What follows belongs to an exercise in optimizing a design on an open flow for small area; a production flow would make more cautious choices. At most, simulation tests tie the RTL to the original design; equivalence was not proved. No activity file was given, so power comes from the tool's default toggle rates.

## oak
Design rx_e1_byte_pack, start of the top module:
module rx_e1_byte_pack #(
   parameter int CH_N    = 42,
   parameter int FIFO_AW = 4
) (
   input  logic             Ck,
   input  logic             Rs,
   input  logic [rx_e1_pkg::MFI_W-1:0] E1_MFI,
   input  logic [5:0]       Dv_Dat,
   input  logic [CH_N-1:0]  Ch_En,
   output logic             Out_Vld,
   input  logic             Out_Rdy,
   output logic [rx_e1_pkg::CH_W-1:0] Out_Ch,
   output logic [7:0]       Out_Byte,
   output logic [CH_N-1:0]  Ovr_Flag,
   input  logic             Ovr_Clr
);
==> flow/config.mk <==
export PLATFORM = sky130hd
export DESIGN_NAME = rx_e1_byte_pack
export DESIGN_NICKNAME = rx_e1_byte_pack
export VERILOG_FILES = /design/flow/design.v
export SDC_FILE = /design/flow/constraint.sdc
export NUM_CORES = 4
export LEC_CHECK = 0
export ABC_AREA = 1
export CAP_MARGIN = 20
export CORE_MARGIN = 2
export CORE_UTILIZATION = 65
export SLEW_MARGIN = 20
==> flow/constraint.sdc <==
create_clock -name core_clock -period 10.0 [get_ports {Ck}]
set_input_delay 2.0000 -clock core_clock [delete_from_list [all_inputs] [get_ports {Ck}]]
set_output_delay 2.0000 -clock core_clock [all_outputs]
set_load 0.01 [all_outputs]
standard.sh (not shown) runs the stock make flow with config.mk's settings and CLKGATE_MAP_FILE= SYNTH_SCRIPT=/design/flow/synth_recipe.tcl, a recipe that flattens the netlist after the stock synthesis.
==> flow/flow/run.sh <==
#!/bin/bash
# Own layout flow: the standard synthesis, then its combinational logic mapped again for area
# (registers untouched), then the standard ORFS layout of that netlist with a clock tree built
# from smaller clusters and without dummy loads.
set -euo pipefail
cd "$(dirname "$0")/.."
W=$PWD
PLAT=${FLOW_PLATFORM:-sky130hd}
R=orfs/results/$PLAT/rx_e1_byte_pack/base

bash standard.sh synth > $W/std_synth.log 2>&1
cp $R/1_2_yosys.v $W/std_netlist.v
cp -r orfs/reports $W/std_reports 2>/dev/null || true

export REMAP_LIB=$FLOW_HOME/platforms/$PLAT/lib/sky130_fd_sc_hd__tt_025C_1v80.lib
export REMAP_DONT_USE="sky130_fd_sc_hd__probe_p_8 sky130_fd_sc_hd__probec_p_8 sky130_fd_sc_hd__lpflow_*"
export REMAP_IN=$W/std_netlist.v REMAP_OUT=$W/remap.v REMAP_STAT=$W/remap_stat.txt
export REMAP_TOP=${FLOW_TOP:-rx_e1_byte_pack} REMAP_ABC=$W/flow/area.abc
yosys -c $W/flow/remap.tcl > $W/remap.log 2>&1

mv orfs orfs_std
CTS="-sink_clustering_enable -repair_clock_nets -dont_use_dummy_load"
CTS="$CTS -buf_list sky130_fd_sc_hd__clkbuf_8 -sink_clustering_size 16 -sink_clustering_max_diameter 50"
bash standard.sh SYNTH_NETLIST_FILES=$W/remap.v "CTS_ARGS=$CTS" finish > $W/layout.log 2>&1
==> flow/flow/area.abc <==
strash; &get -n; &dch -f; &nf -a; &put; strash; &get -n; &dch -f; &nf -a; &put
==> flow/flow/remap.tcl <==
# Re-map the combinational logic of the standard synthesis netlist with an area-oriented ABC
# script. Register instances keep their names and cell types; only the logic between them is
# mapped again.
yosys -import
set lib $::env(REMAP_LIB)
set dont_use {}
foreach c $::env(REMAP_DONT_USE) { lappend dont_use -dont_use $c }
read_liberty -ignore_miss_func -overwrite $lib
read_verilog $::env(REMAP_IN)
hierarchy -top $::env(REMAP_TOP)
set keep {sky130_fd_sc_hd__df* sky130_fd_sc_hd__edf* sky130_fd_sc_hd__sdf* sky130_fd_sc_hd__dl* sky130_fd_sc_hd__conb*}
setattr -mod -set keep_hierarchy 1 {*}$keep
flatten
hierarchy -top $::env(REMAP_TOP)
blackbox {*}$keep
opt_clean -purge
abc -script $::env(REMAP_ABC) -liberty $lib {*}$dont_use
opt_clean -purge
hilomap -singleton -hicell sky130_fd_sc_hd__conb_1 HI -locell sky130_fd_sc_hd__conb_1 LO
splitnets
opt_clean -purge
hierarchy -top $::env(REMAP_TOP)
tee -o $::env(REMAP_STAT) stat -liberty $lib
write_verilog -noattr -noexpr -nohex -nodec -selected $::env(REMAP_OUT)
Per the final summary, oak finished and its layout is clean on timing, DRC and antenna.
--- input diff oak..pine ---
# oak
export LEC_CHECK = 0
export ABC_AREA = 1
export CAP_MARGIN = 20
export CORE_MARGIN = 2
export CORE_UTILIZATION = 65
export SLEW_MARGIN = 20
create_clock -name core_clock -period 10.0 [get_ports {Ck}]
# pine
export LEC_CHECK = 0
export ABC_AREA = 1
export CAP_MARGIN = 20
export CORE_MARGIN = 2
export CORE_UTILIZATION = 65
export CTS_BUF_LIST = sky130_fd_sc_hd__clkbuf_4
export CTS_CLUSTER_SIZE = 10
export SLEW_MARGIN = 20
create_clock -name core_clock -period 10.0 [get_ports {Ck}]
==> flow/run.sh (new file) <==
#!/bin/bash
# synth_recipe.tcl (not shown) runs the flow's synth.tcl, then flattens the netlist and writes it again
# the make line also repeats each setting of config.mk as NAME=value (left out here)
make -C /OpenROAD-flow-scripts/flow DESIGN_CONFIG=/design/flow/config.mk WORK_HOME=/design/flow/orfs CLKGATE_MAP_FILE= SYNTH_SCRIPT=/design/flow/synth_recipe.tcl finish
removed: flow/flow/run.sh
removed: flow/flow/area.abc
removed: flow/flow/remap.tcl
removed: flow/standard.sh
--- outcome ---
- Of oak and pine, the lower part of the total power dissipated in the clock network belongs to oak.
- The lower maximum number of pins on one net before global-route repair came out of pine.
- Compared with oak, total design power in pine increased by more than a quarter.
- On worst setup slack, the higher figure sits with oak, not pine.
- Across both runs, clock insertion delay at the later pin of the skew report was higher for pine than for oak.
- Re post-route fraction of the period consumed by the critical path: oak and pine aren't equal, and the higher value belongs to pine.
- Changes observed in pine relative to oak: routed metal-1 wirelength shows an increase of 10%; core utilization shows an increase of 1.1 points; via count shows an increase of about 22%; shortest clock period the worst path allows after layout shows an increase of 0.38 ns; first-iteration DRC count shows no meaningful change.
Function was not checked in any run of this note: the RTL went through the layout flow alone.

========
rx_e1_byte_pack, a different RTL version from the one above (not shown whole).
For scale: roughly 2,500 cells after synthesis, about 110 I/O pins.
clock: 10.0 ns
lec_check: 0
abc_area: 1
cap_margin: 10
core_margin: 2
core_utilization: 75
slew_margin: 10
==> flow/flow/run.sh <==
#!/bin/bash
# Own layout flow: the standard synthesis, then its combinational logic mapped again for area
# (registers untouched), then the standard ORFS layout of that netlist with a clock tree built
# from smaller clusters and without dummy loads.
set -euo pipefail
cd "$(dirname "$0")/.."
W=$PWD
PLAT=${FLOW_PLATFORM:-sky130hd}
R=orfs/results/$PLAT/rx_e1_byte_pack/base

bash standard.sh synth > $W/std_synth.log 2>&1
cp $R/1_2_yosys.v $W/std_netlist.v
cp -r orfs/reports $W/std_reports 2>/dev/null || true

export REMAP_LIB=$FLOW_HOME/platforms/$PLAT/lib/sky130_fd_sc_hd__tt_025C_1v80.lib
export REMAP_DONT_USE="sky130_fd_sc_hd__probe_p_8 sky130_fd_sc_hd__probec_p_8 sky130_fd_sc_hd__lpflow_*"
export REMAP_IN=$W/std_netlist.v REMAP_OUT=$W/remap.v REMAP_STAT=$W/remap_stat.txt
export REMAP_TOP=${FLOW_TOP:-rx_e1_byte_pack} REMAP_ABC=$W/flow/area.abc
yosys -c $W/flow/remap.tcl > $W/remap.log 2>&1

mv orfs orfs_std
CTS="-sink_clustering_enable -repair_clock_nets -dont_use_dummy_load"
CTS="$CTS -buf_list sky130_fd_sc_hd__clkbuf_8 -sink_clustering_size 16 -sink_clustering_max_diameter 50"
bash standard.sh SYNTH_NETLIST_FILES=$W/remap.v "CTS_ARGS=$CTS" "BUFFER_PORTS_ARGS=-buffer_cell sky130_fd_sc_hd__buf_1" finish > $W/layout.log 2>&1
==> flow/flow/area.abc <==
strash; &get -n; &dch -f; &nf -a; &put; strash; &get -n; &dch -f; &nf -a; &put
==> flow/flow/remap.tcl <==
# Re-map the combinational logic of the standard synthesis netlist with an area-oriented ABC
# script. Register instances keep their names and cell types; only the logic between them is
# mapped again.
yosys -import
set lib $::env(REMAP_LIB)
set dont_use {}
foreach c $::env(REMAP_DONT_USE) { lappend dont_use -dont_use $c }
read_liberty -ignore_miss_func -overwrite $lib
read_verilog $::env(REMAP_IN)
hierarchy -top $::env(REMAP_TOP)
set keep {sky130_fd_sc_hd__df* sky130_fd_sc_hd__edf* sky130_fd_sc_hd__sdf* sky130_fd_sc_hd__dl* sky130_fd_sc_hd__conb*}
setattr -mod -set keep_hierarchy 1 {*}$keep
flatten
hierarchy -top $::env(REMAP_TOP)
blackbox {*}$keep
opt_clean -purge
abc -script $::env(REMAP_ABC) -liberty $lib {*}$dont_use
opt_clean -purge
hilomap -singleton -hicell sky130_fd_sc_hd__conb_1 HI -locell sky130_fd_sc_hd__conb_1 LO
splitnets
opt_clean -purge
hierarchy -top $::env(REMAP_TOP)
tee -o $::env(REMAP_STAT) stat -liberty $lib
write_verilog -noattr -noexpr -nohex -nodec -selected $::env(REMAP_OUT)
The first run completed without violations.
Rerun with:
==> flow/flow/area.abc (replaced) <==
strash; dc2; dc2; dc2; &get -n; &dch -f; &nf -a -R 1000; &put; strash; &get -n; &dch -f; &nf -a -R 1000; &put; strash; &get -n; &dch -f; &nf -a -R 1000; &put
Settings changed: GPL_TIMING_DRIVEN set to 0.
Outcome:
- The changed run finished clean
- maximum frequency came out lower by about 32%
- sequential power came out higher by about 2%
- setup slack got worse by 2.3 ns
- clock skew came out lower by 0.012 ns
- design area came out lower by 0.39%
- non-clock buffer count came out lower by 19
- global-route usage came out higher by 2.5 points
Rerun with:
Settings changed: GPL_TIMING_DRIVEN 0 to not set.
Result:
- sequential power is about the same
- routed wire length rose by 10%
- register-to-register slack gets better by 1.7 ns
- design area went down by about 0.33%
- worst hold slack gains 0.0099 ns
- final cell count rises by 0.84%
- die area stays the same
- sequential share of layout area increases by 0.21 points
- via count grows by about 5%
- setup slack improves by 1.7 ns
Rerun with:
Settings changed: CAP_MARGIN 10 to 0, SLEW_MARGIN 10 to 0.
What happened:
- Now the flow finished but failed the layout checks on capacitance limit, slew limit
- count of clock-buffer cells in the layout stays the same
- worst hold slack is about the same
- global-route usage does not change
- cell count barely changes
- design area is about the same

[what the ideal ports hide]
No port has a modelled driver above. Below, the same layouts with a new extraction and two added sets of constraints.
Step 1: set_driving_cell puts a clkbuf_16 on Ck and a buf_2 on each other input, an assumption about the parent block.
Step 2 adds t to the input delays and takes it off the output delays; t is the mean of the earliest and latest rising clock arrival at the registers after step 1. Input paths then give back, and output paths get back, about the clock's delay inside the block.
Slacks: ideal ports / drivers / drivers and shift; pairs: ideal ports / drivers.
| run | shift t [ns] | slack for setup (ns) | worst setup path at the end | clock arrival spread, ns | worst slew at a driven data input, ns |
|---|---|---|---|---|---|
| oak | 0.725 | 4.218 / 4.161 / 4.529 | input to register | 0.070 / 0.070 | 0.12 |
| pine | 1.124 | 3.834 / 3.769 / 4.726 | input to register | 0.068 / 0.068 | 0.04 |
| the first run of note 2 | 0.745 | 5.098 / 5.048 / 5.098 | register to register | 0.062 / 0.062 | 0.09 |
| the second run of note 2 | 0.748 | 2.758 / 2.758 / 2.758 | register to register | 0.050 / 0.051 | 0.09 |
| the third run of note 2 | 0.762 | 4.507 / 4.507 / 4.507 | register to register | 0.076 / 0.077 | 0.08 |
| the fourth run of note 2 | 0.760 | 4.533 / 4.492 / 4.533 | register to register | 0.069 / 0.069 | 0.10 |
